What follows belongs to an exercise in optimizing a design on an open flow for a short achievable clock period and few clock cycles; a production flow would make more cautious choices.
The RTL was checked by simulation tests, not by an equivalence proof against the original design.
No activity file was given, so power comes from the tool's default toggle rates.

$ cat flow/config.mk
export PLATFORM = sky130hd
export DESIGN_NAME = cpu_top
export DESIGN_NICKNAME = cpu_top
export VERILOG_FILES = /design/flow/design.v
export SDC_FILE = /design/flow/constraint.sdc
export NUM_CORES = 4
export LEC_CHECK = 0
export CAP_MARGIN = 20
export CORE_MARGIN = 2
export CORE_UTILIZATION = 40
export SETUP_SLACK_MARGIN = 4.5
export SLEW_MARGIN = 20
$ cat flow/constraint.sdc
create_clock -name core_clock -period 7.0 [get_ports {clk}]
set_input_delay 1.4000 -clock core_clock [delete_from_list [all_inputs] [get_ports {clk}]]
set_output_delay 1.4000 -clock core_clock [all_outputs]
set_load 0.01 [all_outputs]
$ cat flow/design.v
localparam logic [5:0] OP_HALT = 6'd0;
localparam logic [5:0] OP_NOT  = 6'd4;
localparam logic [5:0] OP_AND  = 6'd7;
localparam logic [5:0] OP_OR   = 6'd8;
localparam logic [5:0] OP_XOR  = 6'd9;
localparam logic [5:0] OP_ADD  = 6'd10;
localparam logic [5:0] OP_SUB  = 6'd12;
localparam logic [5:0] OP_CMP  = 6'd16;
localparam logic [5:0] OP_JMP  = 6'd23;
localparam logic [5:0] OP_JZ   = 6'd24;
localparam logic [5:0] OP_JNZ  = 6'd25;
localparam logic [5:0] OP_JC   = 6'd26;
localparam logic [5:0] OP_JNC  = 6'd27;
localparam logic [5:0] OP_MOV  = 6'd32;
localparam logic [5:0] OP_LD   = 6'd33;
localparam logic [5:0] OP_LDI  = 6'd35;
localparam logic [5:0] OP_ST   = 6'd37;
`timescale 1ns/1ns
module alu (
    input  logic                   f_not,
    input  logic                   f_and,
    input  logic                   f_or,
    input  logic                   f_xor,
    input  logic                   f_add,
    input  logic                   f_sub,    
    input  logic                   f_mov,
    input  logic [16-1:0] a,
    input  logic [16-1:0] b,
    output logic [16-1:0] result,
    output logic                   zero,
    output logic                   carry
);
    localparam int W = 16;
    logic [W-1:0] sum, dif, lres;
    logic         c_add, c_dif, borrow;
    logic         z_add, z_sub, z_log;
    function automatic logic [W:0] pp_add(input logic [W-1:0] x, input logic [W-1:0] y,
                                          input logic cin);
        logic [W-1:0] g, p, gn, pn;
        logic [W-1:0] c;
        g    = x & y;
        p    = x ^ y;
        g[0] = g[0] | (p[0] & cin);
        for (int d = 1; d < W; d = d * 2) begin
            gn = g;
            pn = p;
            for (int i = d; i < W; i++) begin
                gn[i] = g[i] | (p[i] & g[i-d]);
                pn[i] = p[i] & p[i-d];
            end
            g = gn;
            p = pn;
        end
        c = {g[W-2:0], cin};
        pp_add = {g[W-1], (x ^ y) ^ c};
    endfunction
    assign {c_add, sum} = pp_add(a, b, 1'b0);
    assign {c_dif, dif} = pp_add(a, ~b, 1'b1);      
    assign borrow       = ~c_dif;
    assign lres = ({W{f_not}} & ~a)
                | ({W{f_and}} & (a & b))
                | ({W{f_or}}  & (a | b))
                | ({W{f_xor}} & (a ^ b));
    logic [W-1:0] arith, other;
    assign arith  = f_add ? sum : dif;
    assign other  = lres | ({W{f_mov}} & b);
    assign result = (f_add | f_sub) ? arith : other;
    assign z_add = ((a ^ b) == {(a[W-2:0] | b[W-2:0]), 1'b0});
    assign z_sub = (a == b);
    assign z_log = ~|lres;
    assign zero  = f_add ? z_add : (f_sub ? z_sub : z_log);
    assign carry = (f_add & c_add) | (f_sub & borrow);
endmodule
`timescale 1ns/1ns
module cpu_top (
    input  logic                   clk,
    input  logic                   rst,
    input  logic [16-1:0] mem_rdata,
    output logic [16-1:0] mem_addr,
    output logic [16-1:0] mem_wdata,
    output logic                   mem_we,
    output logic                   halted
);
localparam logic [5:0] OP_HALT = 6'd0;
localparam logic [5:0] OP_NOT  = 6'd4;
localparam logic [5:0] OP_AND  = 6'd7;
localparam logic [5:0] OP_OR   = 6'd8;
localparam logic [5:0] OP_XOR  = 6'd9;
localparam logic [5:0] OP_ADD  = 6'd10;
localparam logic [5:0] OP_SUB  = 6'd12;
localparam logic [5:0] OP_CMP  = 6'd16;
localparam logic [5:0] OP_JMP  = 6'd23;
localparam logic [5:0] OP_JZ   = 6'd24;
localparam logic [5:0] OP_JNZ  = 6'd25;
localparam logic [5:0] OP_JC   = 6'd26;
localparam logic [5:0] OP_JNC  = 6'd27;
localparam logic [5:0] OP_MOV  = 6'd32;
localparam logic [5:0] OP_LD   = 6'd33;
localparam logic [5:0] OP_LDI  = 6'd35;
localparam logic [5:0] OP_ST   = 6'd37;
    localparam int W  = 16;
    localparam int NB = 8;               
    localparam int BI = $clog2(NB);
    localparam int PT = 8;               
    logic [8-1:0][W-1:0] rf;
    logic             zf, cf;
    logic [W-1:0]     addr;              
    logic [W-1:0]     ret;               
    logic [W-1:0]     wdata;
    logic             we;
    logic             s_data;            
    logic             s_mem;             
    logic [2:0]       ld_x;              
    logic [W-1:0]     ir;
    logic             ir_v;
    logic [W-1:0]     ir_pc;             
    logic             ir_hit;            
    logic             ir_kind;           
    logic             ir_pt;             
    logic             ir_app;            
    logic [W-1:0]     ir_tgt;            
    logic [1:0]       ir_jt;             
    logic             ir_unc;            
    logic [BI-1:0]    ir_bi;             
    logic             ir_bad;            
    logic [NB-1:0]    ir_alias;          
    logic             q_halt, q_not, q_and, q_or, q_xor, q_add, q_sub, q_cmp;
    logic             q_mov, q_ld, q_ldi, q_st, q_jmp, q_jcc;
    logic             p_ok;              
    logic [W-1:0]     p_pc1;             
    logic             n_v, n_kind, n_unc;
    logic [BI-1:0]    n_bi;
    logic [W-1:0]     n_pc, n_tgt;
    logic [1:0]       n_cnt, n_jt;
    logic             u_v, u_act, h_v, h_act;
    logic [BI-1:0]    u_bi, h_bi;
    logic             e_v, e_we, e_fl;
    logic             e_not, e_and, e_or, e_xor, e_add, e_sub, e_mov;
    logic [2:0]       e_x;
    logic [W-1:0]     opa, opb;
    logic             w_v;
    logic [2:0]       w_x;
    logic [W-1:0]     w_res;
    logic             c1_v, c1_late, c1_pred, c2_v, c2_pred;
    logic [1:0]       c1_t, c2_t;        
    logic [W-1:0]     c1_alt, c2_alt;    
    logic [BI-1:0]    c1_bi, c2_bi;
    logic [NB-1:0]         b_v;
    logic [NB-1:0][W-1:0]  b_pc, b_tgt;
    logic [NB-1:0][1:0]    b_cnt;
    logic [NB-1:0]         b_kind, b_unc;
    logic [NB-1:0][1:0]    b_jt;
    logic [BI-1:0]         b_next;
    logic [W-1:0] res;
    logic         ez, ec;
    alu u_alu (
        .f_not  (e_not),
        .f_and  (e_and),
        .f_or   (e_or),
        .f_xor  (e_xor),
        .f_add  (e_add),
        .f_sub  (e_sub),
        .f_mov  (e_mov),
        .a      (opa),
        .b      (opb),
        .result (res),
        .zero   (ez),
        .carry  (ec)
    );
    logic act1, act2, chk1, chk2, mis1, mis2, mis, mis1_q, mis2_q;
    logic [W-1:0] mis_alt;
    assign act1    = c1_t[1] ? (cf ^ c1_t[0]) : (zf ^ c1_t[0]);
    assign act2    = c2_t[1] ? (cf ^ c2_t[0]) : (zf ^ c2_t[0]);
    assign chk2    = c2_v;
    assign mis2    = mis2_q;
    assign chk1    = c1_v & ~c1_late & ~mis2;
    assign mis1    = mis1_q & ~mis2_q;
    assign mis     = mis1_q | mis2_q;
    assign mis_alt = mis2 ? c2_alt : c1_alt;
    logic e_wr, e_setf;
    assign e_wr   = e_v & e_we & ~mis2;
    assign e_setf = e_v & e_fl & ~mis2;
    logic [5:0] op;
    logic [2:0] ix, iy;
    assign op = ir[15:10];
    assign ix = ir[9:7];
    assign iy = ir[6:4];
    logic o_halt, o_alu, o_mov, o_ld, o_ldi, o_st, o_jmp, o_jcc, o_jump, o_two;
    assign o_halt = q_halt;
    assign o_alu  = q_not | q_and | q_or | q_xor | q_add | q_sub | q_cmp;
    assign o_mov  = q_mov;
    assign o_ld   = q_ld;
    assign o_ldi  = q_ldi;
    assign o_st   = q_st;
    assign o_jmp  = q_jmp;
    assign o_jcc  = q_jcc;
    assign o_jump = o_jmp | o_jcc;
    assign o_two  = o_ldi | o_jump;
    logic [5:0] fop;
    logic       f_halt, f_jump, f_two;
    assign fop    = mem_rdata[15:10];
    assign f_halt = (fop == OP_HALT);
    assign f_jump = (fop == OP_JMP) | (fop[5:2] == 4'b0110);
    assign f_two  = f_jump | (fop == OP_LDI);
    logic ir_fold, bad, ir_ok, hold, act;
    assign ir_fold = ir_hit & ir_app & ir_kind;
    assign bad     = ir_v & ~mis & ir_app & ir_bad;
    assign ir_ok   = ir_v & ~mis & ~bad;
    assign hold    = ir_ok & c1_v & c1_late & o_halt;
    assign act     = ir_ok & ~hold;
    logic d_halt, d_not, d_and, d_or, d_xor, d_add, d_sub, d_cmp, d_mov;
    logic d_ld, d_ldi, d_st, d_jmp, d_jcc;
    assign d_halt = act & o_halt;
    assign d_not  = act & q_not;
    assign d_and  = act & q_and;
    assign d_or   = act & q_or;
    assign d_xor  = act & q_xor;
    assign d_add  = act & q_add;
    assign d_sub  = act & q_sub;
    assign d_cmp  = act & q_cmp;
    assign d_mov  = act & o_mov;
    assign d_ld   = act & o_ld;
    assign d_ldi  = act & o_ldi;
    assign d_st   = act & o_st;
    assign d_jmp  = act & o_jmp;
    assign d_jcc  = act & o_jcc;
    logic d_alu, d_exe, d_jump, d_imm;
    assign d_alu  = act & o_alu;
    assign d_imm  = d_ldi & ~s_mem;            
    assign d_exe  = d_alu | d_mov | d_imm;
    assign d_jump = d_jmp | d_jcc;
    logic d_cond, d_pend, d_dir;
    assign d_cond = op[1] ? (cf ^ op[0]) : (zf ^ op[0]);
    assign d_pend = d_jcc & e_setf;
    assign d_dir  = d_jmp | (d_jcc & (e_setf ? (~ir_hit | ir_pt) : d_cond));
    logic j_miss, j_hit, j_ok, j_fix, d_two, d_stall;
    assign j_miss  = d_jump & ~ir_hit;
    assign j_hit   = d_jump & ir_hit;
    assign j_ok    = j_hit & ir_app & (ir_pt == d_dir);    
    assign j_fix   = j_hit & ~j_ok;
    assign d_two   = d_ldi | j_miss;           
    assign d_stall = d_two & s_mem;            
    logic d_fchk;
    assign d_fchk = act & ir_fold & ~ir_unc;
    logic [NB-1:0]  f_hv, f_fv;
    logic           f_hit, f_pt, f_kind, f_unc;
    logic [W-1:0]   f_tgt;
    logic [1:0]     f_jt;
    logic [BI-1:0]  f_bi;
    always_comb begin
        f_pt   = 1'b0;
        f_kind = 1'b0;
        f_unc  = 1'b0;
        f_jt   = '0;
        f_tgt  = '0;
        f_bi   = '0;
        for (int i = 0; i < NB; i++) begin
            f_hv[i] = b_v[i] && (b_pc[i][PT-1:0] == addr[PT-1:0]);
            f_fv[i] = b_v[i] && (b_pc[i] == addr);
            f_tgt   = f_tgt | ({W{f_hv[i]}} & b_tgt[i]);
            f_pt    = f_pt | (f_hv[i] & b_cnt[i][1]);
            f_kind  = f_kind | (f_hv[i] & b_kind[i]);
            f_unc   = f_unc | (f_hv[i] & b_unc[i]);
            f_jt    = f_jt | ({2{f_hv[i]}} & b_jt[i]);
            f_bi    = f_bi | ({BI{f_hv[i]}} & BI'(i));
        end
        f_hit = |f_hv;
    end
    logic         ea_hit, eb_hit, la_hit, lb_hit, wa_hit, wb_hit;
    logic [W-1:0] ra_base, rb_base, ra_mid, rb_mid, ra, rb;
    assign ea_hit  = e_wr && e_x == ix;
    assign eb_hit  = e_wr && e_x == iy && !o_ldi;
    assign la_hit  = s_data && ld_x == ix;
    assign lb_hit  = (s_data && ld_x == iy) || o_ldi;
    assign wa_hit  = w_v && w_x == ix;
    assign wb_hit  = w_v && w_x == iy;
    assign ra_base = wa_hit ? w_res : rf[ix];
    assign rb_base = wb_hit ? w_res : rf[iy];
    assign ra_mid  = la_hit ? mem_rdata : ra_base;
    assign rb_mid  = lb_hit ? mem_rdata : rb_base;
    assign ra      = ea_hit ? res : ra_mid;
    assign rb      = eb_hit ? res : rb_mid;
    logic [W-1:0] seq, addr2, addr3, ir_pc2, ir_pc3, j_tgt;
    assign seq    = s_mem ? ret : addr + 1'b1;   
    assign addr2  = addr + 2'd2;
    assign addr3  = addr + 2'd3;
    assign ir_pc2 = ir_pc + 2'd2;
    assign ir_pc3 = ir_pc + 2'd3;
    assign j_tgt  = ir_hit ? ir_tgt : mem_rdata;
    logic d_steer, f_app;
    assign d_steer = mis | bad | hold | d_halt | d_ld | d_st | j_fix | d_two;
    assign f_app   = ~s_mem & f_hit & ~d_steer;
    logic         a_res, a_rd;
    logic [W-1:0] a_early, a_pred, addr_nxt;
    assign a_res = (d_ld & eb_hit) | (d_st & ea_hit);
    assign a_rd  = (d_ld & ~eb_hit & lb_hit) | (d_st & ~ea_hit & la_hit)
                 | (j_miss & ~s_mem & d_dir);
    always_comb begin
        if (mis)
            a_early = mis_alt;
        else if (bad)
            a_early = ir_pc;
        else if (hold)
            a_early = addr;                  
        else if (d_ld)
            a_early = rb_base;
        else if (d_st)
            a_early = ra_base;
        else if (j_fix)
            a_early = d_dir ? ir_tgt : ir_pc2;
        else
            a_early = seq;
    end
    assign a_pred   = f_pt ? f_tgt : (f_kind ? addr3 : addr2);
    assign addr_nxt = ({W{a_res}} & res) | ({W{a_rd}} & mem_rdata) | ({W{f_app}} & a_pred)
                    | ({W{~(a_res | a_rd | f_app)}} & a_early);
    logic [8-1:0][W-1:0] rf_nxt;
    always_comb begin
        for (int i = 0; i < 8; i++) begin
            if (s_data && !mis2 && ld_x == i)
                rf_nxt[i] = mem_rdata;
            else if (w_v && w_x == i)
                rf_nxt[i] = w_res;
            else
                rf_nxt[i] = rf[i];
        end
    end
    logic j_fold, j_new, d_new;
    assign j_fold = d_jump & ~d_stall & p_ok & (p_pc1 == ir_pc);
    assign j_new  = j_miss & ~s_mem & ~j_fold;
    assign d_new  = j_fold | j_new;
    logic [1:0] u_cnt, h_cnt;
    assign u_cnt = (n_v && n_bi == u_bi) ? n_cnt : b_cnt[u_bi];
    assign h_cnt = b_cnt[h_bi];
    logic         zn, cn, c1n_v, c1n_late, c1n_pred, mis1_n, mis2_n;
    logic [1:0]   c1n_t;
    assign zn       = e_setf ? ez : zf;
    assign cn       = e_setf ? ec : cf;
    assign c1n_v    = d_pend | d_fchk;
    assign c1n_late = ~d_pend & d_alu;
    assign c1n_t    = d_pend ? op[1:0] : ir_jt;
    assign c1n_pred = d_pend ? d_dir : ir_pt;
    assign mis1_n   = c1n_v & ~c1n_late
                    & (c1n_pred != (c1n_t[1] ? (cn ^ c1n_t[0]) : (zn ^ c1n_t[0])));
    assign mis2_n   = c1_v & c1_late & ~mis2
                    & (c1_pred != (c1_t[1] ? (cn ^ c1_t[0]) : (zn ^ c1_t[0])));
    always_ff @(posedge clk or posedge rst) begin
        if (rst) begin
            rf     <= '0;
            zf     <= 1'b0;
            cf     <= 1'b0;
            addr   <= '0;
            we     <= 1'b0;
            halted <= 1'b0;
            s_data <= 1'b0;
            s_mem  <= 1'b0;
            ir_v   <= 1'b0;
            p_ok   <= 1'b0;
            e_v    <= 1'b0;
            w_v    <= 1'b0;
            c1_v   <= 1'b0;
            c2_v   <= 1'b0;
            mis1_q <= 1'b0;
            mis2_q <= 1'b0;
            b_v    <= '0;
            b_next <= '0;
            n_v    <= 1'b0;
            u_v    <= 1'b0;
            h_v    <= 1'b0;
        end else begin
            rf   <= rf_nxt;
            w_v  <= e_wr;
            addr <= addr_nxt;
            if (e_setf) begin
                zf <= ez;
                cf <= ec;
            end
            e_v  <= d_exe;
            c1_v   <= c1n_v;
            c2_v   <= c1_v & c1_late & ~mis2;
            mis1_q <= mis1_n;
            mis2_q <= mis2_n;
            if (!d_stall && !hold)
                ir_v <= ~s_mem & ~d_two & ~d_halt & ~j_fix & ~bad & ~mis;
            if (mis)
                p_ok <= 1'b0;
            else if (act & ~d_stall)
                p_ok <= ~o_two & ~o_halt & ~ir_hit;
            if (bad)
                b_v <= b_v & ~ir_alias;
            n_v <= d_new;
            u_v <= chk2 | chk1;
            h_v <= j_hit & ~ir_kind & ~d_pend & ~d_jmp;
            if (n_v)
                b_v[n_bi] <= 1'b1;
            if (d_new)
                b_next <= b_next + 1'b1;
            we     <= d_st & ~halted;
            s_data <= d_ld;
            s_mem  <= d_ld | d_st;
            if (d_halt)
                halted <= 1'b1;
        end
    end
    always_ff @(posedge clk) begin
        w_x   <= e_x;
        w_res <= res;
        wdata <= rb;
        e_we  <= d_exe & ~d_cmp;
        e_fl  <= d_alu;
        e_not <= d_not;
        e_and <= d_and;
        e_or  <= d_or;
        e_xor <= d_xor;
        e_add <= d_add;
        e_sub <= d_sub | d_cmp;
        e_mov <= d_mov | d_ldi;
        e_x   <= ix;
        opa   <= ra;
        opb   <= rb;
        c1_late <= c1n_late;
        c1_t    <= c1n_t;
        c1_pred <= c1n_pred;
        if (d_pend) begin
            c1_alt  <= d_dir ? ir_pc2 : j_tgt;
            c1_bi   <= ir_hit ? ir_bi : b_next;
        end else begin
            c1_alt  <= ir_pt ? ir_pc3 : ir_tgt;
            c1_bi   <= ir_bi;
        end
        c2_t    <= c1_t;
        c2_pred <= c1_pred;
        c2_alt  <= c1_alt;
        c2_bi   <= c1_bi;
        ld_x <= ix;
        if (d_ld | d_st)
            ret <= seq;
        if (!d_stall && !hold) begin
            ir      <= mem_rdata;
            ir_bad  <= f_hit & ((f_kind ? (f_two | f_halt) : ~f_jump) | (f_hv != f_fv));
            ir_alias <= (f_hv != f_fv) ? (f_hv & ~f_fv) : f_hv;
            q_halt  <= f_halt;
            q_not   <= (fop == OP_NOT);
            q_and   <= (fop == OP_AND);
            q_or    <= (fop == OP_OR);
            q_xor   <= (fop == OP_XOR);
            q_add   <= (fop == OP_ADD);
            q_sub   <= (fop == OP_SUB);
            q_cmp   <= (fop == OP_CMP);
            q_mov   <= (fop == OP_MOV);
            q_ld    <= (fop == OP_LD);
            q_ldi   <= (fop == OP_LDI);
            q_st    <= (fop == OP_ST);
            q_jmp   <= (fop == OP_JMP);
            q_jcc   <= (fop[5:2] == 4'b0110);
            ir_pc   <= addr;
            ir_hit  <= f_hit & (f_hv == f_fv);     
            ir_kind <= f_kind;
            ir_pt   <= f_pt;
            ir_app  <= f_app;
            ir_tgt  <= f_tgt;
            ir_jt   <= f_jt;
            ir_unc  <= f_unc;
            ir_bi   <= f_bi;
        end
        if (act & ~d_stall)
            p_pc1 <= ir_pc + 1'b1;
        n_bi   <= b_next;
        n_pc   <= ir_pc;
        n_tgt  <= j_tgt;
        n_cnt  <= d_jmp ? 2'b11 : (d_dir ? 2'b10 : 2'b01);
        n_kind <= j_fold;
        n_unc  <= d_jmp;
        n_jt   <= op[1:0];
        if (n_v) begin
            b_pc[n_bi]   <= n_kind ? n_pc - 1'b1 : n_pc;
            b_tgt[n_bi]  <= n_tgt;
            b_kind[n_bi] <= n_kind;
            b_unc[n_bi]  <= n_unc;
            b_jt[n_bi]   <= n_jt;
        end
        u_act <= chk2 ? act2 : act1;
        u_bi  <= chk2 ? c2_bi : c1_bi;
        h_act <= d_dir;
        h_bi  <= ir_bi;
        if (n_v)
            b_cnt[n_bi] <= n_cnt;
        if (h_v) begin
            if (h_act && h_cnt != 2'b11)
                b_cnt[h_bi] <= h_cnt + 1'b1;
            else if (!h_act && h_cnt != 2'b00)
                b_cnt[h_bi] <= h_cnt - 1'b1;
        end
        if (u_v) begin
            if (u_act && u_cnt != 2'b11)
                b_cnt[u_bi] <= u_cnt + 1'b1;
            else if (!u_act && u_cnt != 2'b00)
                b_cnt[u_bi] <= u_cnt - 1'b1;
            else
                b_cnt[u_bi] <= u_cnt;
        end
    end
    assign mem_addr  = addr;
    assign mem_wdata = wdata;
    assign mem_we    = we & ~mis2;
endmodule
$ cat flow/run.sh
#!/bin/bash
# synth_recipe.tcl (not shown) runs the flow's synth.tcl, then flattens the netlist and writes it again
# the make line also repeats each setting of config.mk as NAME=value (left out here)
make -C /OpenROAD-flow-scripts/flow DESIGN_CONFIG=/design/flow/config.mk WORK_HOME=/design/flow/orfs CLKGATE_MAP_FILE= SYNTH_SCRIPT=/design/flow/synth_recipe.tcl finish
==> results of run 1 <==
-- worst register-to-register path, stage by stage (launching register included) --
cell and delay [ns]:
dfrtp_4 0.50, buf_12 0.16, buf_4 0.14, xnor2_2 0.13, nand4_1 0.12, nor3_4 0.06, buf_12 0.17, or4_4 0.47
o41ai_4 0.24, buf_6 0.19, o21ai_2 0.14, or4_4 0.45, o221ai_4 0.28
-- logic make-up after synthesis --
| kind of cell | synth area share, % |
|---|---|
| AO/OA/AOI/OAI | 17.7 |
| adder cells (fa/ha/maj) | 2.87 |
| buffers and inverters | 4.20 |
| multiplexers | 9.63 |
| AND/OR/NAND/NOR | 11.7 |
| flip-flops | 48.1 |
| XOR/XNOR | 5.84 |
-- placed cells by master, fill, tap and decap left out, types with 21 or more instances in the layout --
cell type and instances:
edfxtp_1 393, nand2_1 321, a22o_1 301, buf_4 264
nor2_1 220, o21ai_0 183, mux2i_1 177, dfrtp_1 163
xor2_1 148, dfxtp_1 138, a21oi_1 136, buf_6 106
xnor2_1 102, clkbuf_16 90, inv_1 76, mux4_2 72
a22oi_1 69, ha_1 63, nand3_1 60, buf_12 46
nand4_1 43, mux2_2 36, nor3_1 30, nand2b_1 29
o211ai_1 26, dfxtp_4 25, o21ai_1 24, a211oi_1 23
nor4_1 22, nor4_2 22, o22ai_1 21, ha_4 21
-- worst max path at each step --
stage / start / to / slack [ns]
floorplan: n_v / b_cnt[6] / 1.63
finish: addr[1] / addr[5] / 3.84
detailed placement: mis2_q / addr[5] / 2.96
CTS: addr[1] / addr[11] / 3.91
global route: addr[1] / addr[3] / 3.82
global placement: mis2_q / addr[5] / 3.03
-- timing repair --
action,in CTS,in global routing
buffers inserted,230,69
resized for setup,670,203
pin swaps,125,104
cloned,10,4
setup endpoints to repair,656,550
-- metrics by stage --
step / power [mW] / hold WS (ns) / instances
after detailed placement: 12.5 / 0.334 / 5026
after CTS: 18.7 / 0.342 / 5423
after floorplan: 10.3 / 0.327 / 3847
final: 19.5 / 0.346 / 5498
after global placement: 12.5 / 0.329 / 5026
after global routing: 20.2 / 0.354 / 5496
-- layer usage --
metal / vias up / GRT usage (%) / share of wire, %
met1: 17100 / 41.0 / 41
met2: 2153 / 42.3 / 43
met5: - / 0 / 0.053
met4: 12 / 11.0 / 4.1
li1: 14800 / - / -
met3: 387 / 7.18 / 12
-- area by class of cell --
cell class                      instances  area, µm²
Multi-Input combinational cell       2682      21800
Antenna cell                            2       5.00
Clock inverter                         47        549
Timing Repair inverter                  1       16.3
Timing Repair Buffer                  458       4760
Inverter                              104        450
Sequential cell                       737      19700
Clock buffer                          110       2270
Fill cell                            8820      49200
Tap cell                             1357       1700
-- power by group through the flow --
stage	Combinational, mW	Sequential [mW]	Clock (mW)
floorplan	4.42	5.91	0
global placement	6.18	6.31	0
detailed placement	6.22	6.31	0
CTS	7.96	6.11	4.62
global route	9.14	6.20	4.81
finish	8.75	6.15	4.59
==> flow_summary.yaml, run 1 <==
setup_path:
  cp_slowest_cell: "dfrtp_4"
  cp_cell_sequence: "buf_12 > buf_4 > xnor2_2 > nand4_1 > nor3_4 > buf_12 > or4_4 > o41ai_4 > buf_6 > o21ai_2 > or4_4 > o221ai_4"
  reg2reg_slack_ns: 3.84
  worstSetupPathType: "register to register"
  critPathArrivalTime_ns: 3.69
  reg2reg_depth: 12
  cp.buffers_inverters: 4
  end_kind: "register"
  worstPathMaxFanout: 14
  crit_cells: 12
  cpLargestDelayFamily: "simple AND/OR/NAND/NOR gates"
  cp-start-kind: "register"
  required_ns: 7.54
  rr_startpoint: "addr[1]"
  reg2reg_to: "addr[5]"
  max_stage_delay_ns: 0.50
floorplan:
  die_x_um: 323
  core_area_um2: 100000
  start_util_pct: 40.5
  io_pins: 52
  fp.dieH_um: 323
  rows: 116
  die-area_um2: 104000
global_routing:
  grt_first_pass_wirelength_mm: 224
  grt_pass1_vias: 32500
  antenna_found_initial: 9
  grt_use_total_pct: 28.9
  grt_max_degree: 171
  overflow: 0
timing:
  setup_slack_ns: 3.84
  maxSlewViolCount: 0
  finalHoldViolCount: 0
  fin_tns_setup_ns: 0
  final.period_utilization_pct: 45.1
  setup_viol: 0
  period_needed_ns: 3.16
  slew_headroom_pct: 25.5
  rsz0062_at_grt: "true"
  max_slew.worst_pin.slew_ns: 1.11
  skew_ns: 0.0353
  max_freq_ghz: 0.317
synth:
  synth_top_area_share_pct: 29.0
  synth_edf_count: 393
  syn_nets: 3957
  yosysWarnings: 2
  async_flop_share_pct: 23.3
  post-synth-top-area-cell: "edfxtp_1"
  synth_cells: 3847
  synth.distinct_cells: 87
  syn_avg_cell_area_um2: 10.6
  synthMostInstantiatedCell: "edfxtp_1"
  ys_top_cells_by_area: "edfxtp_1 29%, dfrtp_1 11%, dfxtp_1 8.5%"
  netlist_area_um2: 40600
  ys_seq_elements: 737
  synth_common_cells: "393 x edfxtp_1, 340 x nand2_1, 304 x a22o_1, 255 x nor2_1, 254 x clkbuf_1"
  synth_seq_area_share_pct: 48.1
  ys.flop_type: "edfxtp_1"
power_and_ir_drop:
  power_leakage_nw: 19.6
  seqPwrFrac_pct: 31.5
  p_comb_share_pct: 44.9
  irDropWorstVdd_uv: 352
  clkPwrFrac_pct: 23.6
  internal_power_mw: 11.8
  switching_share_pct: 39.4
  power_density_nw_per_um2: 380
  p_switching_mw: 7.67
cts:
  cts_buffer_depth: 3
  htreeDepth: 3
  clock_latency_ns: 0.66
  cts_buffers: 85
  cts_hold_buffers: 0
  cts_root_buf: "clkbuf_16"
  clk_pin_slew_ns: 0.06
  clock_sinks: 737
  tritoncts: "yes"
min_path:
  hp-start: "c1_bi[1]"
  hold_path_class: "register to register"
  whs_path_depth: 0
  min_to: "c2_bi[1]"
final_layout:
  utilization_pct: 51.0
  top_regs: "b_pc x128, b_tgt x128, rf x128"
  area_growth_pct: 26.1
  layout-drive-gt1-share_pct: 27.1
  nets: 4179
  fin_area_um2: 51300
routing:
  drc: 0
  wirelength_mm: 154
  ant_nets: 0
  dr_total_vias: 34500
  vias_per_cell: 6.27
  dr.pass1.iters: 8
  wl_per_cell_um: 28.1
  first_iter_violations: 4570
placement:
  io_buffers: 51
  pre_cts_ws_ns: 2.96
  postPlaceCellArea_um2: 42800
  hpwl_mm: 94.1
  gp_congestion: 0.956
job:
  maxCapViolCount: 0
run_status:
  status: "timing/DRC/antenna clean"
Testbench counts, summed over its fixed seeds: cycles 71,958.
==> run 2, diff against run 1 <==
--- a/flow/config.mk
+++ b/flow/config.mk
@@ -7,6 +7,6 @@
 export LEC_CHECK = 0
 export CAP_MARGIN = 20
 export CORE_MARGIN = 2
-export CORE_UTILIZATION = 40
+export CORE_UTILIZATION = 30
 export SETUP_SLACK_MARGIN = 4.5
 export SLEW_MARGIN = 20
==> run 2 against run 1 <==
- clock power shrank 2%
- non-clock buffer count rose by 74
- critical path depth increased by 2
- synthesized area stayed put
- sequential share of layout area shrank 1.0 points
- die area up 33%
- final cell count is 8.9% higher
- register-to-register slack better by 0.03 ns
- utilization down 12 points
- cell area is 2.7% higher
- setup slack gained 0.031 ns
- critical path type unchanged
==> flow_summary.yaml, run 2 <==
run_status:
  status: "timing/DRC/antenna clean"
floorplan:
  io_pins: 52
  rows: 135
  die_x_um: 372
  die-area_um2: 138000
  core_area_um2: 135000
  fp.dieH_um: 372
  start_util_pct: 30.1
synth:
  async_flop_share_pct: 23.3
  post-synth-top-area-cell: "edfxtp_1"
  netlist_area_um2: 40600
  synth.distinct_cells: 87
  synth_top_area_share_pct: 29.0
  ys_top_cells_by_area: "edfxtp_1 29%, dfrtp_1 11%, dfxtp_1 8.5%"
  synth_cells: 3847
  synth_seq_area_share_pct: 48.1
  syn_nets: 3957
  yosysWarnings: 2
  synth-compound-area-share_pct: 17.7
  synth_top_family_by_area: "compound AO/OA/AOI/OAI gates"
  yosys-mux-area-fraction_pct: 9.63
  synth_xor_area_share_pct: 5.84
  syn_avg_cell_area_um2: 10.6
  synth_common_cells: "393 x edfxtp_1, 340 x nand2_1, 304 x a22o_1, 255 x nor2_1, 254 x clkbuf_1"
  ys.flop_type: "edfxtp_1"
  synthMostInstantiatedCell: "edfxtp_1"
  synthSimpleGateAreaFrac_pct: 11.7
  synth_edf_count: 393
  synth_adder_area_share_pct: 2.87
  ys_seq_elements: 737
timing:
  period_needed_ns: 3.12
  rsz0062_at_grt: "true"
  slew_headroom_pct: 21.1
  skew_ns: 0.0525
  fin_tns_setup_ns: 0
  max_freq_ghz: 0.320
  final.period_utilization_pct: 44.6
  setup_viol: 0
  max_slew.worst_pin.slew_ns: 1.18
  maxSlewViolCount: 0
  whs_ns: 0.351
  finalHoldViolCount: 0
final_layout:
  seqCellArea_um2: 19700
  area_growth_pct: 29.6
  top_regs: "b_pc x128, b_tgt x128, rf x128"
  multi_input_area_um2: 22100
  layout-drive-gt1-share_pct: 29.0
  nets: 4247
  final_cell_mix: "393 x edfxtp_1, 328 x buf_4, 317 x nand2_1"
  final_common_cell: "edfxtp_1"
  n_fill_cell: 12800
placement:
  io_buffers: 51
  hpwl_mm: 96.9
  gp_congestion: 0.971
setup_path:
  reg2reg_depth: 14
  worstPathMaxFanout: 7
  critPathArrivalTime_ns: 3.65
  rr_startpoint: "addr[3]"
  cp-start-kind: "register"
  required_ns: 7.52
  worstSetupPathType: "register to register"
  reg2reg_slack_ns: 3.88
  end_kind: "register"
  reg2reg_to: "addr[6]"
cts:
  cts_buffers: 79
  cts_root_buf: "clkbuf_16"
  tritoncts: "yes"
  htreeDepth: 3
  clock_sinks: 737
  clock_latency_ns: 0.67
  cts_hold_buffers: 0
  clk_pin_slew_ns: 0.07
  cts_buffer_depth: 3
routing:
  wl_per_cell_um: 26.5
  dr.pass1.iters: 7
  vias_per_cell: 5.73
  ant_nets: 0
  first_iter_violations: 4257
  drc: 0
  dr_total_vias: 34300
  wirelength_mm: 158
power_and_ir_drop:
  power_leakage_nw: 20.0
  irDropWorstVdd_uv: 255
  power_density_nw_per_um2: 373
  finalPower_mw: 19.6
global_routing:
  grt_use_total_pct: 22.0
  antenna_found_initial: 12
  grt_pass1_vias: 32500
  grt_max_degree: 174
  grt_first_pass_wirelength_mm: 227
  overflow: 0
min_path:
  hold_path_class: "register to register"
  hp-start: "c1_bi[1]"
  min_to: "c2_bi[1]"
  whs_path_depth: 0
job:
  maxCapViolCount: 0
==> run 2: cell types whose count changed in the layout (fill, tap and decap cells not counted), sizes merged, moves of 3 or more <==
cell / delta
buf: +75
bufinv: -4
clkdlybuf4s50: +5
clkinv: -9
diode: +3
dlymetal6s2s: -5
==> run 2: worst max-delay path by stage <==
stage                        from  endpoint
after global routing       opb[0]  addr[12]
after floorplan               n_v  b_cnt[6]
after global placement    addr[1]   addr[0]
final                     addr[3]   addr[6]
after detailed placement  addr[3]  addr[11]
after CTS                 addr[3]  addr[11]
==> run 2: worst max-delay path, stage by stage, from the launching register on <==
cell	delay, ns
dfrtp_2	0.46
buf_6	0.14
buf_12	0.13
xnor2_2	0.13
nand4_1	0.12
nor3_4	0.06
buf_12	0.13
or4_4	0.52
o41ai_4	0.28
buf_4	0.18
nor3_4	0.04
buf_12	0.13
buf_12	0.14
a222oi_1	0.34
o211ai_1	0.14
==> run 2: repair_timing <==
item / in CTS / in global routing
gates resized for setup: 668 / 254
setup endpoints to repair: 701 / 501
setup buffers: 258 / 105
endpoints found under the hold margin: 0 / 0
cloned: 10 / 4
pin swaps: 142 / 131
==> run 2: power breakdown <==
group          leakage (nW)  switching (mW)  internal, mW
logic                  11.5            5.16          3.86
clock network          1.34            1.91          2.61
registers              7.14           0.676          5.44
total                  20.0            7.74          11.9
==> run 2: layer usage <==
layer,part of all wire (%),track usage (%),vias up,wire length [µm]
li1,-,-,14900,-
met4,4.3,9.65,16,6850
met2,44,32.9,1903,69800
met5,0.069,0,-,110
met3,10,5.01,322,16300
met1,41,30.4,17100,65400
==> run 2: stage by stage <==
stage	utilization, %	cells	setup WS, ns	area (µm²)
after floorplan	-	3847	1.63	41200
after global placement	32.2	5460	3.08	43400
after detailed placement	32.2	5460	3.13	43400
after CTS	37.6	5875	3.83	50700
after global routing	39.0	5987	3.80	52700
final	39.0	5989	3.88	52700
==> run 2: logic make-up after synthesis <==
group | after synthesis
AND/OR/NAND/NOR | 1009
AO/OA/AOI/OAI | 1012
XOR/XNOR | 271
adder cells (fa/ha/maj) | 92
flip-flops | 737
buffers and inverters | 430
multiplexers | 296
==> run 2: layout make-up <==
| class | count | area share (%) |
|---|---|---|
| Inverter | 104 | 0.891 |
| Timing Repair Buffer | 532 | 10.3 |
| Sequential cell | 737 | 37.3 |
| Timing Repair inverter | 1 | 0.0309 |
| Multi-Input combinational cell | 2682 | 41.9 |
| Tap cell | 1781 | 4.23 |
| Clock buffer | 115 | 4.42 |
| Antenna cell | 5 | 0.0238 |
| Clock inverter | 32 | 0.841 |
==> run 3, diff against run 2 <==
--- a/flow/design.v
+++ b/flow/design.v
@@ -102,10 +102,20 @@
     localparam int NB = 8;               
     localparam int BI = $clog2(NB);
     localparam int PT = 8;               
+    localparam int NC = 32;              
+    localparam int CI = $clog2(NC);
     logic [8-1:0][W-1:0] rf;
     logic             zf, cf;
     logic [W-1:0]     addr;              
-    logic [W-1:0]     ret;               
+    logic [W-1:0]     addr_o;            
+    logic [W-1:0]     fpc;               
+    logic [W-1:0]     fpc_b;             
+    logic [NC-1:0]              c_v;
+    logic [NC-1:0][W-CI-1:0]    c_tag;
+    logic [NC-1:0][W-1:0]       c_dat;
+    logic             seq_q;             
+    logic             hseq_q;            
+    logic [W-1:0]     dseq_q;            
     logic [W-1:0]     wdata;
     logic             we;
     logic             s_data;            
@@ -196,9 +206,20 @@
     assign o_jcc  = q_jcc;
     assign o_jump = o_jmp | o_jcc;
     assign o_two  = o_ldi | o_jump;
+    logic [CI-1:0] c_i, c_n;
+    logic [W-1:0]  fpc_bn;
+    logic          c_hit, f_valid, hseq;
+    logic [W-1:0]  f_word;
+    assign c_i     = fpc_b[CI-1:0];
+    assign c_hit   = seq_q & hseq_q;
+    assign f_valid = ~s_mem | c_hit;
+    assign f_word  = s_mem ? dseq_q : mem_rdata;
+    assign fpc_bn  = fpc_b + 1'b1;
+    assign c_n     = fpc_bn[CI-1:0];
+    assign hseq    = c_v[c_n] && c_tag[c_n] == fpc_bn[W-1:CI];
     logic [5:0] fop;
     logic       f_halt, f_jump, f_two;
-    assign fop    = mem_rdata[15:10];
+    assign fop    = f_word[15:10];
     assign f_halt = (fop == OP_HALT);
     assign f_jump = (fop == OP_JMP) | (fop[5:2] == 4'b0110);
     assign f_two  = f_jump | (fop == OP_LDI);
@@ -226,7 +247,7 @@
     assign d_jcc  = act & o_jcc;
     logic d_alu, d_exe, d_jump, d_imm;
     assign d_alu  = act & o_alu;
-    assign d_imm  = d_ldi & ~s_mem;            
+    assign d_imm  = d_ldi & f_valid;           
     assign d_exe  = d_alu | d_mov | d_imm;
     assign d_jump = d_jmp | d_jcc;
     logic d_cond, d_pend, d_dir;
@@ -239,7 +260,7 @@
     assign j_ok    = j_hit & ir_app & (ir_pt == d_dir);    
     assign j_fix   = j_hit & ~j_ok;
     assign d_two   = d_ldi | j_miss;           
-    assign d_stall = d_two & s_mem;            
+    assign d_stall = d_two & ~f_valid;         
     logic d_fchk;
     assign d_fchk = act & ir_fold & ~ir_unc;
     logic [NB-1:0]  f_hv, f_fv;
@@ -255,8 +276,8 @@
         f_tgt  = '0;
         f_bi   = '0;
         for (int i = 0; i < NB; i++) begin
-            f_hv[i] = b_v[i] && (b_pc[i][PT-1:0] == addr[PT-1:0]);
-            f_fv[i] = b_v[i] && (b_pc[i] == addr);
+            f_hv[i] = b_v[i] && (b_pc[i][PT-1:0] == fpc_b[PT-1:0]);
+            f_fv[i] = b_v[i] && (b_pc[i] == fpc_b);
             f_tgt   = f_tgt | ({W{f_hv[i]}} & b_tgt[i]);
             f_pt    = f_pt | (f_hv[i] & b_cnt[i][1]);
             f_kind  = f_kind | (f_hv[i] & b_kind[i]);
@@ -271,49 +292,53 @@
     assign ea_hit  = e_wr && e_x == ix;
     assign eb_hit  = e_wr && e_x == iy && !o_ldi;
     assign la_hit  = s_data && ld_x == ix;
-    assign lb_hit  = (s_data && ld_x == iy) || o_ldi;
+    assign lb_hit  = s_data && ld_x == iy && !o_ldi;
     assign wa_hit  = w_v && w_x == ix;
     assign wb_hit  = w_v && w_x == iy;
     assign ra_base = wa_hit ? w_res : rf[ix];
     assign rb_base = wb_hit ? w_res : rf[iy];
     assign ra_mid  = la_hit ? mem_rdata : ra_base;
-    assign rb_mid  = lb_hit ? mem_rdata : rb_base;
+    assign rb_mid  = lb_hit ? mem_rdata : (o_ldi ? f_word : rb_base);
     assign ra      = ea_hit ? res : ra_mid;
     assign rb      = eb_hit ? res : rb_mid;
-    logic [W-1:0] seq, addr2, addr3, ir_pc2, ir_pc3, j_tgt;
-    assign seq    = s_mem ? ret : addr + 1'b1;   
-    assign addr2  = addr + 2'd2;
-    assign addr3  = addr + 2'd3;
+    logic [W-1:0] fpc1, fpc2, fpc3, ir_pc2, ir_pc3, j_tgt;
+    assign fpc1   = fpc + 1'b1;
+    assign fpc2   = fpc + 2'd2;
+    assign fpc3   = fpc + 2'd3;
     assign ir_pc2 = ir_pc + 2'd2;
     assign ir_pc3 = ir_pc + 2'd3;
-    assign j_tgt  = ir_hit ? ir_tgt : mem_rdata;
+    assign j_tgt  = ir_hit ? ir_tgt : f_word;
     logic d_steer, f_app;
-    assign d_steer = mis | bad | hold | d_halt | d_ld | d_st | j_fix | d_two;
-    assign f_app   = ~s_mem & f_hit & ~d_steer;
-    logic         a_res, a_rd;
-    logic [W-1:0] a_early, a_pred, addr_nxt;
-    assign a_res = (d_ld & eb_hit) | (d_st & ea_hit);
-    assign a_rd  = (d_ld & ~eb_hit & lb_hit) | (d_st & ~ea_hit & la_hit)
-                 | (j_miss & ~s_mem & d_dir);
+    assign d_steer = mis | bad | hold | d_halt | j_fix | d_two;
+    assign f_app   = f_valid & f_hit & ~d_steer;
+    logic         s_jt;
+    logic [W-1:0] s_early, a_pred, fpc_nxt;
+    assign s_jt = j_miss & f_valid & d_dir;    
     always_comb begin
         if (mis)
-            a_early = mis_alt;
+            s_early = mis_alt;
         else if (bad)
-            a_early = ir_pc;
-        else if (hold)
-            a_early = addr;                  
-        else if (d_ld)
-            a_early = rb_base;
-        else if (d_st)
-            a_early = ra_base;
+            s_early = ir_pc;
+        else if (hold || !f_valid)
+            s_early = fpc;                   
         else if (j_fix)
-            a_early = d_dir ? ir_tgt : ir_pc2;
+            s_early = d_dir ? ir_tgt : ir_pc2;
         else
-            a_early = seq;
+            s_early = fpc1;
     end
-    assign a_pred   = f_pt ? f_tgt : (f_kind ? addr3 : addr2);
-    assign addr_nxt = ({W{a_res}} & res) | ({W{a_rd}} & mem_rdata) | ({W{f_app}} & a_pred)
-                    | ({W{~(a_res | a_rd | f_app)}} & a_early);
+    assign a_pred  = f_pt ? f_tgt : (f_kind ? fpc3 : fpc2);
+    assign fpc_nxt = ({W{s_jt}} & f_word) | ({W{f_app}} & a_pred)
+                   | ({W{~(s_jt | f_app)}} & s_early);
+    logic         d_mem, a_res, a_rd, a_jt, a_pr;
+    logic [W-1:0] a_early, addr_nxt;
+    assign d_mem = d_ld | d_st;
+    assign a_res = (d_ld & eb_hit) | (d_st & ea_hit);
+    assign a_rd  = (d_ld & ~eb_hit & lb_hit) | (d_st & ~ea_hit & la_hit);
+    assign a_jt  = s_jt & ~d_mem;
+    assign a_pr  = f_app & ~d_mem;
+    assign a_early = d_ld ? rb_base : (d_st ? ra_base : s_early);
+    assign addr_nxt = ({W{a_res}} & res) | ({W{a_rd}} & mem_rdata) | ({W{a_jt}} & f_word)
+                    | ({W{a_pr}} & a_pred) | ({W{~(a_res | a_rd | a_jt | a_pr)}} & a_early);
     logic [8-1:0][W-1:0] rf_nxt;
     always_comb begin
         for (int i = 0; i < 8; i++) begin
@@ -327,7 +352,7 @@
     end
     logic j_fold, j_new, d_new;
     assign j_fold = d_jump & ~d_stall & p_ok & (p_pc1 == ir_pc);
-    assign j_new  = j_miss & ~s_mem & ~j_fold;
+    assign j_new  = j_miss & f_valid & ~j_fold;
     assign d_new  = j_fold | j_new;
     logic [1:0] u_cnt, h_cnt;
     assign u_cnt = (n_v && n_bi == u_bi) ? n_cnt : b_cnt[u_bi];
@@ -350,6 +375,9 @@
             zf     <= 1'b0;
             cf     <= 1'b0;
             addr   <= '0;
+            fpc    <= '0;
+            c_v    <= '0;
+            seq_q  <= 1'b0;
             we     <= 1'b0;
             halted <= 1'b0;
             s_data <= 1'b0;
@@ -371,6 +399,10 @@
             rf   <= rf_nxt;
             w_v  <= e_wr;
             addr <= addr_nxt;
+            fpc  <= fpc_nxt;
+            seq_q <= ~s_jt & ~f_app & ~mis & ~bad & ~hold & f_valid & ~j_fix;
+            if (!s_mem)
+                c_v[c_i] <= 1'b1;
             if (e_setf) begin
                 zf <= ez;
                 cf <= ec;
@@ -381,7 +413,7 @@
             mis1_q <= mis1_n;
             mis2_q <= mis2_n;
             if (!d_stall && !hold)
-                ir_v <= ~s_mem & ~d_two & ~d_halt & ~j_fix & ~bad & ~mis;
+                ir_v <= f_valid & ~d_two & ~d_halt & ~j_fix & ~bad & ~mis;
             if (mis)
                 p_ok <= 1'b0;
             else if (act & ~d_stall)
@@ -403,6 +435,16 @@
         end
     end
     always_ff @(posedge clk) begin
+        addr_o <= rst ? '0 : addr_nxt;
+        fpc_b  <= rst ? '0 : fpc_nxt;
+        hseq_q <= hseq;
+        dseq_q <= c_dat[c_n];
+        if (!s_mem) begin
+            c_tag[c_i] <= fpc_b[W-1:CI];
+            c_dat[c_i] <= mem_rdata;
+        end
+    end
+    always_ff @(posedge clk) begin
         w_x   <= e_x;
         w_res <= res;
         wdata <= rb;
@@ -433,10 +475,8 @@
         c2_alt  <= c1_alt;
         c2_bi   <= c1_bi;
         ld_x <= ix;
-        if (d_ld | d_st)
-            ret <= seq;
         if (!d_stall && !hold) begin
-            ir      <= mem_rdata;
+            ir      <= f_word;
             ir_bad  <= f_hit & ((f_kind ? (f_two | f_halt) : ~f_jump) | (f_hv != f_fv));
             ir_alias <= (f_hv != f_fv) ? (f_hv & ~f_fv) : f_hv;
             q_halt  <= f_halt;
@@ -453,7 +493,7 @@
             q_st    <= (fop == OP_ST);
             q_jmp   <= (fop == OP_JMP);
             q_jcc   <= (fop[5:2] == 4'b0110);
-            ir_pc   <= addr;
+            ir_pc   <= fpc;
             ir_hit  <= f_hit & (f_hv == f_fv);     
             ir_kind <= f_kind;
             ir_pt   <= f_pt;
@@ -500,7 +540,7 @@
                 b_cnt[u_bi] <= u_cnt;
         end
     end
-    assign mem_addr  = addr;
+    assign mem_addr  = addr_o;
     assign mem_wdata = wdata;
     assign mem_we    = we & ~mis2;
 endmodule
==> run 3 against run 2 <==
- still clean
- clock skew rose by 0.015 ns
- sequential share of layout area rose by 3.2 points
- power rose to 2.8 times the previous value
- utilization rose by 0.84 points
- first-iteration DRC count rose by 150%
- maximum frequency fell by 11%
- synthesized area rose by 120%
- setup slack got worse by 0.38 ns
- synthesized cell count rose by 79%
- sequential power rose to 2.9 times the previous value
- non-clock buffer count rose by 432
- worst hold slack got worse by 0.0015 ns
- critical path type unchanged
- highest routed layer unchanged
==> flow_summary.yaml, run 3 <==
placement:
  gp_congestion: 0.952
  hpwl_mm: 186
  io_buffers: 51
  postPlaceCellArea_um2: 92400
  pre_cts_ws_ns: 1.91
floorplan:
  die_x_um: 545
  io_pins: 52
  fp.dieH_um: 545
  rows: 198
  start_util_pct: 30.2
  die-area_um2: 297000
  core_area_um2: 291000
timing:
  finalHoldViolCount: 0
  period_needed_ns: 3.51
  slew_headroom_pct: 17.2
  max_slew.worst_pin.slew_ns: 1.24
  max_freq_ghz: 0.285
  final.period_utilization_pct: 50.1
  setup_slack_ns: 3.49
  skew_ns: 0.0673
  setup_viol: 0
  fin_tns_setup_ns: 0
  rsz0062_at_grt: "true"
  maxSlewViolCount: 0
power_and_ir_drop:
  clkPwrFrac_pct: 17.4
  irDropWorstVdd_uv: 315
  seqPwrFrac_pct: 32.6
  power_leakage_nw: 42.3
  internal_power_mw: 33.8
  p_switching_mw: 21.2
  finalPower_mw: 55.0
  switching_share_pct: 38.5
  power_density_nw_per_um2: 474
  p_comb_share_pct: 50.0
synth:
  async_flop_share_pct: 12.3
  synth_edf_count: 1241
  netlist_area_um2: 87800
  ys_seq_elements: 1667
  synth_cells: 6900
  syn_nets: 7014
  synth.distinct_cells: 87
  syn_avg_cell_area_um2: 12.7
  synth_top_area_share_pct: 42.5
  synth_common_cells: "1241 x edfxtp_1, 749 x mux2_2, 626 x nand2_1, 458 x clkbuf_1, 426 x o21ai_0"
  ys.flop_type: "edfxtp_1"
  synthMostInstantiatedCell: "edfxtp_1"
  synth_seq_area_share_pct: 53.3
  yosysWarnings: 2
  ys_top_cells_by_area: "edfxtp_1 42%, mux2_2 9.6%, mux4_2 9.0%"
  post-synth-top-area-cell: "edfxtp_1"
cts:
  clock_sinks: 1667
  htreeDepth: 4
  clk_pin_slew_ns: 0.07
  cts_buffers: 171
  cts_buffer_depth: 3
  clock_latency_ns: 0.86
  tritoncts: "yes"
  cts_root_buf: "clkbuf_16"
setup_path:
  cp-start-kind: "register"
  critPathArrivalTime_ns: 4.09
  end_kind: "register"
  reg2reg_slack_ns: 3.49
  worstSetupPathType: "register to register"
  worstPathMaxFanout: 8
  required_ns: 7.58
final_layout:
  top_regs: "c_dat x512, c_tag x352"
  layout-drive-gt1-share_pct: 43.1
  nets: 7578
  seqCellArea_um2: 47000
  fin_area_um2: 116000
  n_fill_cell: 26200
  largest_register_ffs: 512
  largest-register: "c_dat"
  multi_input_area_um2: 45500
  area_growth_pct: 32.2
  utilization_pct: 39.9
  final_common_cell: "edfxtp_1"
  final_cell_mix: "1241 x edfxtp_1, 490 x nand2_1, 437 x mux2_2"
routing:
  met3_length_mm: 40.6
  vias_per_cell: 5.93
  top_layer: "met5"
  dr.pass1.iters: 7
  drc: 0
  wirelength_mm: 345
  met1_length_mm: 134
  first_iter_violations: 10600
  ant_nets: 0
  routed-wl-met2_mm: 150
  wl_per_cell_um: 29.9
  dr_total_vias: 68300
global_routing:
  grt_pass1_vias: 64500
  grt_max_degree: 206
  grt_first_pass_wirelength_mm: 470
  grt_use_total_pct: 21.4
  overflow: 0
  antenna_found_initial: 23
job:
  maxCapViolCount: 0
min_path:
  hold_path_class: "register to register"
run_status:
  status: "timing/DRC/antenna clean"
[run 3: repair_timing]
action | 4_1_cts | 5_1_grt
setup endpoints to repair | 2526 | 1637
hold buffers | 0 | 0
gates cloned | 86 | 31
pin swaps | 282 | 333
buffers inserted | 426 | 223
resized for setup | 1705 | 943
[run 3: final cells by class]
class,instances,area share (%)
diodes,16,0.0345
clock buffers,240,4.12
clock inverters,83,0.791
inverters,129,0.510
multi-input cells,4530,39.2
flip-flops and latches,1667,40.5
well taps,3900,4.20
repair buffers,964,10.6
repair inverters,1,0.00431
[run 3: cell families (layout without fill, tap and decap cells)]
kind of cell | after synthesis | in the layout | share of synthesized area (%)
flip-flops | 1667 | 1667 | 53.3
adder cells (fa/ha/maj) | 96 | 96 | 1.39
XOR/XNOR | 275 | 275 | 2.75
multiplexers | 1309 | 1309 | 21.0
buffers and inverters | 735 | 1417 | 3.33
AND/OR/NAND/NOR | 1456 | 1488 | 7.71
AO/OA/AOI/OAI | 1362 | 1362 | 10.5
other | 0 | 16 | 0
[run 3: power by group through the flow]
| stage | registers (mW) | logic [mW] | clock network, mW |
|---|---|---|---|
| finish | 17.9 | 27.5 | 9.59 |
| global route | 18.2 | 28.2 | 10.0 |
| CTS | 17.6 | 23.1 | 9.56 |
| detailed placement | 17.8 | 16.5 | 0 |
| global placement | 17.5 | 16.2 | 0 |
| floorplan | 16.6 | 11.8 | 0 |
[run 3: routing by layer]
| layer | GRT usage (%) | vias up |
|---|---|---|
| met3 | 5.55 | 1055 |
| met5 | 0 | - |
| li1 | - | 27700 |
| met4 | 9.85 | 8 |
| met2 | 31.8 | 4625 |
| met1 | 29.2 | 35000 |
[run 3: path summary, 6_finish.rpt]
path / from / end / cells after the start
worst max-delay path: fpc_b[0] / c_dat[179] / 15
worst min-delay path: c1_bi[1] / c2_bi[1] / 0
worst max register to register: fpc_b[0] / c_dat[179] / 15
worst min register to register: c1_bi[1] / c2_bi[1] / 0
max in group asynchronous: rst / c_v[6] / 4
min in group asynchronous: rst / fpc[2] / 3
[run 3: worst max-delay path, stage by stage, from the launching register on]
cell and delay [ns]:
dfxtp_4 0.36, buf_6 0.12, buf_12 0.15, buf_12 0.15
buf_16 0.13, nor3_4 0.37, xnor2_2 0.17, buf_4 0.18
nor2b_4 0.28, buf_6 0.17, nand2_8 0.06, buf_6 0.15
nor4_4 0.25, buf_6 0.18, clkbuf_16 0.21, mux2_4 0.33
[run 3: per-stage QoR]
step                hold WS (ns)  cells
CTS                        0.351  11300
floorplan                  0.327   6900
global route               0.362  11500
global placement           0.331  10400
detailed placement         0.339  10400
finish                     0.349  11500
Testbench counts of run 3, summed over its fixed seeds: cycles 64,283.
==> run 4, diff against run 3 <==
--- a/flow/design.v
+++ b/flow/design.v
@@ -102,7 +102,7 @@
     localparam int NB = 8;               
     localparam int BI = $clog2(NB);
     localparam int PT = 8;               
-    localparam int NC = 32;              
+    localparam int NC = 16;              
     localparam int CI = $clog2(NC);
     logic [8-1:0][W-1:0] rf;
     logic             zf, cf;
@@ -111,11 +111,21 @@
     logic [W-1:0]     fpc;               
     logic [W-1:0]     fpc_b;             
     logic [NC-1:0]              c_v;
-    logic [NC-1:0][W-CI-1:0]    c_tag;
+    logic [NC-1:0][W-1:0]       c_tag;    
     logic [NC-1:0][W-1:0]       c_dat;
+    logic             fl_v;              
+    logic [CI-1:0]    fl_i;              
+    logic [W-1:0]     fl_tag;
+    logic [W-1:0]     fl_dat;
     logic             seq_q;             
     logic             hseq_q;            
     logic [W-1:0]     dseq_q;            
+    logic             p2_q, h2_q;        
+    logic [W-1:0]     d2_q;
+    logic             p3_q, h3_q;        
+    logic [W-1:0]     d3_q;
+    logic             tg_q, htg_q;       
+    logic [W-1:0]     dtg_q;
     logic [W-1:0]     wdata;
     logic             we;
     logic             s_data;            
@@ -211,12 +221,25 @@
     logic          c_hit, f_valid, hseq;
     logic [W-1:0]  f_word;
     assign c_i     = fpc_b[CI-1:0];
-    assign c_hit   = seq_q & hseq_q;
+    assign c_hit   = (seq_q & hseq_q) | (p2_q & h2_q) | (p3_q & h3_q) | (tg_q & htg_q);
     assign f_valid = ~s_mem | c_hit;
-    assign f_word  = s_mem ? dseq_q : mem_rdata;
+    assign f_word  = ~s_mem ? mem_rdata
+                   : (({W{seq_q}} & dseq_q) | ({W{p2_q}} & d2_q) | ({W{p3_q}} & d3_q)
+                      | ({W{tg_q}} & dtg_q));
     assign fpc_bn  = fpc_b + 1'b1;
     assign c_n     = fpc_bn[CI-1:0];
-    assign hseq    = c_v[c_n] && c_tag[c_n] == fpc_bn[W-1:CI];
+    assign hseq    = c_v[c_n] && c_tag[c_n][W-1:CI] == fpc_bn[W-1:CI];
+    function automatic logic c_look(input logic [W-1:0] a,
+                                    input logic [NC-1:0] v,
+                                    input logic [NC-1:0][W-1:0] tag);
+        c_look = v[a[CI-1:0]] && tag[a[CI-1:0]][W-1:CI] == a[W-1:CI];
+    endfunction
+    logic [W-1:0] fpc_b2, fpc_b3;
+    logic         h2, h3;
+    assign fpc_b2 = fpc_b + 2'd2;
+    assign fpc_b3 = fpc_b + 2'd3;
+    assign h2     = c_look(fpc_b2, c_v, c_tag);
+    assign h3     = c_look(fpc_b3, c_v, c_tag);
     logic [5:0] fop;
     logic       f_halt, f_jump, f_two;
     assign fop    = f_word[15:10];
@@ -287,6 +310,16 @@
         end
         f_hit = |f_hv;
     end
+    logic         htg;
+    logic [W-1:0] dtg;
+    always_comb begin
+        htg = 1'b0;
+        dtg = '0;
+        for (int i = 0; i < NB; i++) begin
+            htg = htg | (f_hv[i] & c_look(b_tgt[i], c_v, c_tag));
+            dtg = dtg | ({W{f_hv[i]}} & c_dat[b_tgt[i][CI-1:0]]);
+        end
+    end
     logic         ea_hit, eb_hit, la_hit, lb_hit, wa_hit, wb_hit;
     logic [W-1:0] ra_base, rb_base, ra_mid, rb_mid, ra, rb;
     assign ea_hit  = e_wr && e_x == ix;
@@ -378,6 +411,10 @@
             fpc    <= '0;
             c_v    <= '0;
             seq_q  <= 1'b0;
+            fl_v   <= 1'b0;
+            p2_q   <= 1'b0;
+            p3_q   <= 1'b0;
+            tg_q   <= 1'b0;
             we     <= 1'b0;
             halted <= 1'b0;
             s_data <= 1'b0;
@@ -401,8 +438,12 @@
             addr <= addr_nxt;
             fpc  <= fpc_nxt;
             seq_q <= ~s_jt & ~f_app & ~mis & ~bad & ~hold & f_valid & ~j_fix;
-            if (!s_mem)
-                c_v[c_i] <= 1'b1;
+            p2_q  <= f_app & ~f_pt & ~f_kind;
+            p3_q  <= f_app & ~f_pt & f_kind;
+            tg_q  <= f_app & f_pt;
+            fl_v <= ~s_mem;
+            if (fl_v)
+                c_v[fl_i] <= 1'b1;
             if (e_setf) begin
                 zf <= ez;
                 cf <= ec;
@@ -439,9 +480,18 @@
         fpc_b  <= rst ? '0 : fpc_nxt;
         hseq_q <= hseq;
         dseq_q <= c_dat[c_n];
-        if (!s_mem) begin
-            c_tag[c_i] <= fpc_b[W-1:CI];
-            c_dat[c_i] <= mem_rdata;
+        h2_q   <= h2;
+        d2_q   <= c_dat[fpc_b2[CI-1:0]];
+        h3_q   <= h3;
+        d3_q   <= c_dat[fpc_b3[CI-1:0]];
+        htg_q  <= htg;
+        dtg_q  <= dtg;
+        fl_i   <= c_i;
+        fl_tag <= fpc_b;
+        fl_dat <= mem_rdata;
+        if (fl_v) begin
+            c_tag[fl_i] <= fl_tag;
+            c_dat[fl_i] <= fl_dat;
         end
     end
     always_ff @(posedge clk) begin
==> run 4 against run 3 <==
- still clean on timing, DRC and antenna
- sequential power is essentially flat
- count of clock-buffer cells in the layout decreased by 14
- sequential share of layout area fell by 14 points
- routed wire length increased by 51%
- synthesized area is 21% higher
- critical endpoint is now htg_q
==> flow_summary.yaml, run 4 <==
run_status:
  status: "timing/DRC/antenna clean"
final_layout:
  nets: 8437
  layout-drive-gt1-share_pct: 48.9
  multi_input_area_um2: 71000
  utilization_pct: 38.1
  seqCellArea_um2: 35900
  final_common_cell: "mux4_2"
  final_cell_count_no_fill: 13200
  n_fill_cell: 32400
  top_regs: "c_dat x256, c_tag x192"
  area_growth_pct: 26.4
  largest-register: "c_dat"
  largest_register_ffs: 256
  final_cell_mix: "1656 x mux4_2, 825 x edfxtp_1, 490 x nand2_1"
cts:
  tritoncts: "yes"
  cts_buffers: 160
  clk_pin_slew_ns: 0.06
  clock_latency_ns: 0.90
  clock_sinks: 1322
  cts_root_buf: "clkbuf_16"
  cts_buffer_depth: 3
  cts_hold_buffers: 0
  htreeDepth: 4
routing:
  top_layer: "met5"
  routed-wl-met2_mm: 210
  met3_length_mm: 94.2
  met1_length_mm: 168
  first_iter_violations: 17000
  ant_nets: 0
  wl_per_cell_um: 39.5
  dr_total_vias: 93100
  wirelength_mm: 522
  drc: 0
  dr.pass1.iters: 16
  vias_per_cell: 7.04
global_routing:
  grt_first_pass_wirelength_mm: 701
  grt_pass1_vias: 86700
  antenna_found_initial: 42
  overflow: 0
  grt_use_total_pct: 27.5
  grt_max_degree: 151
synth:
  ys.flop_type: "edfxtp_1"
  synth_edf_count: 825
  syn_avg_cell_area_um2: 12.8
  async_flop_share_pct: 14.6
  synthMostInstantiatedCell: "mux4_2"
  yosysWarnings: 2
  synth_common_cells: "1655 x mux4_2, 949 x clkbuf_1, 825 x edfxtp_1, 551 x nand2_1, 409 x a22o_1"
  post-synth-top-area-cell: "mux4_2"
  synth.distinct_cells: 96
  ys_seq_elements: 1322
  ys_top_cells_by_area: "mux4_2 35%, edfxtp_1 23%, dfxtp_1 5.7%"
  syn_nets: 8428
  synth_cells: 8310
  synth_seq_area_share_pct: 33.6
  netlist_area_um2: 106000
  synth_top_area_share_pct: 35.1
power_and_ir_drop:
  power_density_nw_per_um2: 452
  power_leakage_nw: 46.1
  irDropWorstVdd_uv: 314
setup_path:
  critPathArrivalTime_ns: 4.09
  startpoint: "b_tgt[80]"
  rr_startpoint: "b_tgt[80]"
  cp-start-kind: "register"
  required_ns: 7.73
  end_kind: "register"
  worstPathMaxFanout: 11
  worstSetupPathType: "register to register"
placement:
  dp.cells: 12100
  pre_cts_ws_ns: 2.09
  hpwl_mm: 278
  gp_congestion: 0.980
  io_buffers: 51
floorplan:
  start_util_pct: 30.1
  io_pins: 52
  die-area_um2: 359000
  rows: 218
  fp.dieH_um: 599
  core_area_um2: 352000
  die_x_um: 599
timing:
  period_needed_ns: 3.36
  fin_tns_setup_ns: 0
  finalHoldViolCount: 0
  final.period_utilization_pct: 48.0
  skew_ns: 0.0530
  slew_headroom_pct: 11.7
  setup_viol: 0
  max_slew.worst_pin.slew_ns: 1.31
  max_freq_ghz: 0.298
  rsz0062_at_grt: "true"
  setup_slack_ns: 3.64
  maxSlewViolCount: 0
min_path:
  hold_path_class: "register to register"
  hp-start: "c1_alt[5]"
job:
  maxCapViolCount: 0
==> run 4: timing repair <==
action / in CTS / in global routing
cloned: 133 / 48
setup buffers: 447 / 185
resized for setup: 1571 / 536
pin swaps: 251 / 231
setup endpoints to repair: 1399 / 1058
==> run 4: through the flow <==
step | hold WS [ns] | total power [mW] | instance area (µm²)
after floorplan | 0.326 | 34.8 | 107000
after global placement | 0.336 | 42.1 | 110000
after detailed placement | 0.337 | 42.9 | 110000
after CTS | 0.350 | 56.9 | 129000
after global routing | 0.355 | 61.5 | 134000
final | 0.350 | 60.6 | 134000
==> run 4: critical path, cell delays in order (launching register included) <==
cell and delay, ns:
edfxtp_1 0.41, buf_4 0.45, mux4_2 0.56, mux4_2 0.54
xor2_1 0.34, nor4_1 0.13, nand4_1 0.14, o22ai_1 0.10
or4_4 0.53
==> run 4: kinds of logic after synthesis <==
group / synth area share (%)
AND/OR/NAND/NOR: 6.36
flip-flops: 33.6
XOR/XNOR: 3.41
multiplexers: 40.1
AO/OA/AOI/OAI: 10.1
adder cells (fa/ha/maj): 1.19
buffers and inverters: 5.24
==> run 4: path summary, 6_finish.rpt <==
kind                                   to  slack [ns]  depth (start not counted)
max in group asynchronous         rf[105]        4.58                          4
worst min register to register  c2_alt[5]        0.35                          0
worst max register to register      htg_q        3.64                          8
min in group asynchronous            p_ok        1.21                          3
worst min-delay path            c2_alt[5]        0.35                          0
worst max-delay path                htg_q        3.64                          8
==> run 4: routing by layer <==
| layer | track usage, % | vias to the layer above |
|---|---|---|
| met1 | 32.5 | 46800 |
| met4 | 19.4 | 42 |
| met5 | 0.896 | - |
| met3 | 14.5 | 2704 |
| li1 | - | 33600 |
| met2 | 38.0 | 9888 |
==> run 4: area by class of cell <==
type                       count  share of cell area [%]
inverter                     130                   0.508
clock inverter                72                   0.629
sequential                  1322                    26.8
antenna                       35                  0.0653
timing repair buffer        1084                    11.3
timing repair inverter         5                  0.0476
clock buffer                 226                    3.34
tap                         4730                    4.41
multi-input combinational   5616                    52.9
==> run 4: report_power, final <==
| group | internal [mW] | leakage (nW) | switching (mW) |
|---|---|---|---|
| sequential | 11.6 | 12.8 | 6.49 |
| clock | 4.89 | 2.58 | 3.85 |
| combinational | 17.8 | 30.7 | 15.9 |
| total | 34.3 | 46.1 | 26.2 |
Testbench counts of run 4, summed over its fixed seeds: cycles 63,118.

separate check: timing with driven ports:
Ports are ideal in the flow. The routed layouts listed here were re-timed in OpenROAD. Step 1: set_driving_cell puts a clkbuf_16 on clk and a buf_2 on each other input, an assumption about the parent block. Step 2, shift: input delay + t, output delay - t, t = (earliest + latest rising clock arrival at the registers) / 2. This alone moves slack from input paths to output paths. Slacks: ideal ports / drivers / drivers and shift; pairs: ideal ports / drivers.
| run | shift t [ns] | setup WS [ns] | slew at the worst register clock pin (ns) | pins driven straight from the clock port |
|---|---|---|---|---|
| run 1 | 0.706 | 3.844 / 3.844 / 3.612 | 0.07 / 0.07 | 1 |
| run 2 | 0.718 | 3.875 / 3.875 / 3.508 | 0.07 / 0.07 | 1 |
| run 3 | 0.918 | 3.495 / 3.495 / 2.975 | 0.09 / 0.09 | 1 |
| run 4 | 0.974 | 3.640 / 3.640 / 3.144 | 0.09 / 0.09 | 1 |
After both steps every run listed still meets setup and hold. For run 3, which loses most, drivers alone change the setup slack by 0.000 ns; drivers and shift together by -0.520 ns.
